This is an optimization exercise on Yosys and OpenROAD, whose aim is small area, not a production implementation. At most, simulation tests tie the RTL to the original design; equivalence was not proved. No activity file was given, so power comes from the tool's default toggle rates.

Design mesh_xy_hop_and_die_crossing_counter, start of the top module:
module mesh_xy_hop_and_die_crossing_counter #(
  parameter int COORD_BITS = mxhd_pkg::COORD_BITS_DEF,
  parameter int TOTAL_BITS = mxhd_pkg::TOTAL_BITS_DEF
) (
  input  logic                              clk,
  input  logic                              rst_n,
  input  logic                              in_valid,
  output logic                              in_stall,
  input  logic                              in_operation,
  input  logic [COORD_BITS-1:0]             in_src_x,
  input  logic [COORD_BITS-1:0]             in_src_y,
  input  logic [COORD_BITS-1:0]             in_dest_x,
  input  logic [COORD_BITS-1:0]             in_dest_y,
  input  logic [mxhd_pkg::VOL_BITS-1:0]     in_volume,
  input  logic                              in_last_dest,
  output logic                              out_valid,
  input  logic                              out_stall,
  output logic [TOTAL_BITS-1:0]             out_onchip_hops_total,
  output logic [TOTAL_BITS-1:0]             out_crossing_hops_total,
  output logic                              out_saturated,
  input  logic                              cfg_valid,
  output logic                              cfg_ready,
  input  logic [mxhd_pkg::CFG_IDX_BITS-1:0] cfg_index,
  input  logic [mxhd_pkg::STEP_BITS-1:0]    cfg_data
);
For scale: ~170 I/O pins, roughly 8700 µm² of cells after synthesis.
Settings: LEC_CHECK=0, ABC_AREA=1, CAP_MARGIN=20, CORE_MARGIN=2, CORE_UTILIZATION=40, SLEW_MARGIN=20; clock period 8.0 ns.
standard.sh (not shown) runs the stock make flow with config.mk's settings and CLKGATE_MAP_FILE= SYNTH_SCRIPT=/design/flow/synth_recipe.tcl, a recipe that flattens the netlist after the stock synthesis.
==> flow/flow/run.sh <==
#!/bin/bash
# Standard layout, with each port buffered by the smallest buffer cell and a leaner clock tree.
set -euo pipefail
bash standard.sh "BUFFER_PORTS_ARGS=-buffer_cell sky130_fd_sc_hd__buf_1" \
  "CTS_ARGS=-sink_clustering_enable -repair_clock_nets -buf_list sky130_fd_sc_hd__clkbuf_8 -sink_clustering_size 16 -sink_clustering_max_diameter 100 -dont_use_dummy_load" \
  finish > standard_flow.log 2>&1
Then changed:
==> flow/flow/run.sh (replaced) <==
#!/bin/bash
# Standard layout with three changes: each port is buffered by the smallest buffer cell, the
# clock tree uses clkbuf_8 without dummy loads, and after the standard synthesis the
# combinational logic is mapped again for area (every flip-flop and tie cell is kept as is).
set -euo pipefail
KNOBS=("BUFFER_PORTS_ARGS=-buffer_cell sky130_fd_sc_hd__buf_1"
  "CTS_ARGS=-sink_clustering_enable -repair_clock_nets -buf_list sky130_fd_sc_hd__clkbuf_8 -sink_clustering_size 16 -sink_clustering_max_diameter 100 -dont_use_dummy_load")
R=orfs/results/${FLOW_PLATFORM:-sky130hd}/mesh_xy_hop_and_die_crossing_counter/base
YOSYS=${FLOW_HOME}/../tools/install/yosys/bin/yosys
LIB=${FLOW_HOME}/platforms/sky130hd/lib/sky130_fd_sc_hd__tt_025C_1v80.lib

bash standard.sh "${KNOBS[@]}" synth > standard_synth.log 2>&1

cp $R/1_2_yosys.v $R/1_2_yosys_standard.v
KEEP=$(grep -o "sky130_fd_sc_hd__[a-z0-9_]*" $R/1_2_yosys_standard.v | sort -u | grep -E "__(df|edf|sdf|sedf|dl|conb)" | tr '\n' ' ')
cat > remap.ys <<EOT
read_liberty -ignore_miss_func $LIB
read_verilog $R/1_2_yosys_standard.v
hierarchy -top $FLOW_TOP
blackbox $KEEP
flatten
techmap
opt -purge
abc -script flow/remap.abc -liberty $LIB -dont_use *lpflow* -dont_use *probe* -dont_use *clkbuf* -dont_use *clkinv* -dont_use *dlygate* -dont_use *dlymetal* -dont_use *clkdly*
rename -hide w:*.*
opt_clean -purge
splitnets
opt_clean -purge
hilomap -singleton -hicell sky130_fd_sc_hd__conb_1 HI -locell sky130_fd_sc_hd__conb_1 LO
insbuf -buf sky130_fd_sc_hd__buf_4 A X
opt_clean -purge
stat -liberty $LIB
write_verilog -noattr -noexpr -nohex -nodec $R/1_2_yosys.v
EOT
$YOSYS -l remap.log -s remap.ys > /dev/null 2>&1
rm -f $R/1_synth.odb $R/1_synth.sdc
touch $R/1_2_yosys.v

bash standard.sh "${KNOBS[@]}" finish > standard_finish.log 2>&1
==> flow/flow/remap.abc (new file) <==
strash
 ifraig
 dc2
 strash
 &get -n
 &dch -f
 &nf -R 1000
 &put
 topo
=> Fmax went down by 3.3%; non-clock buffer count is unchanged; worst hold slack is about the same; clock skew decreases by 0.0034 ns.


## alpha
Another version of the RTL of mesh_xy_hop_and_die_crossing_counter (not shown whole).
Size: roughly 840 cells after synthesis, roughly 200 flip-flops, about 170 I/O pins, roughly 9000 µm² of cells after synthesis.
Settings: LEC_CHECK=0, ABC_AREA=1, CAP_MARGIN=20, CORE_MARGIN=2, CORE_UTILIZATION=40, CTS_BUF_LIST=sky130_fd_sc_hd__clkbuf_8, SLEW_MARGIN=20; clock period 8.0 ns.
==> flow/flow/run.sh <==
#!/bin/bash
# Standard layout, with each port buffered by the smallest buffer cell.
set -euo pipefail
bash standard.sh "BUFFER_PORTS_ARGS=-buffer_cell sky130_fd_sc_hd__buf_1" finish > standard_flow.log 2>&1
Inputs modified between alpha and beta:
- CTS_BUF_LIST changed from sky130_fd_sc_hd__clkbuf_8 to sky130_fd_sc_hd__clkbuf_4
- CTS_CLUSTER_SIZE newly set to 10
Notes after the runs:
beta completed; timing, DRC and antenna clean
Wire length (higher): beta
Compare beta and alpha | share of power burned in the clock network lower: alpha
[compare] base=alpha new=beta: data required time at the worst endpoint now larger, logic gate share of total power saw a decrease.
beta vs. alpha: met1 global-route usage saw little to no change, worst hold slack climbed 25 ps, final worst-path setup slack went down.
Summary of beta over alpha: post-layout net count now larger; starting density of the core comparable; fraction of cell area in non-clock buffers comparable.
Function was not checked in any run of this note: the RTL went through the layout flow alone.

==> port drivers added, routing unchanged <==
The flow's constraints put no driver on any port. The routed layouts listed below were extracted and timed again, unchanged, in two steps.
Step 1: set_driving_cell puts a clkbuf_16 on clk and a buf_2 on each other input, an assumption about the parent block.
Step 2 adds t to the input delays and takes it off the output delays; t is the mean of the earliest and latest rising clock arrival at the registers after step 1. Input paths then give back, and output paths get back, about the clock's delay inside the block.
Three values: ideal ports, drivers, drivers and shift; two values: the first two.
run	shift t [ns]	slack for setup (ns)	worst hold slack (ns)	worst setup path at the end	latest minus earliest clock arrival (ns)
the first run of note 1	0.532	4.620 / 4.620 / 4.388	0.425 / 0.425 / 0.425	input to register	0.032 / 0.032
the second run of note 1	0.532	4.507 / 4.523 / 3.991	0.425 / 0.425 / 0.425	input to register	0.029 / 0.029
alpha	0.550	4.678 / 4.678 / 4.198	0.419 / 0.419 / 0.419	input to register	0.039 / 0.039
beta	0.672	4.655 / 4.655 / 4.162	0.444 / 0.444 / 0.444	input to register	0.046 / 0.046
After both steps setup and hold are still met in every run listed. The setup slack of the second run of note 1, which loses most, moves by +0.016 ns with the drivers and by -0.516 ns with both steps.
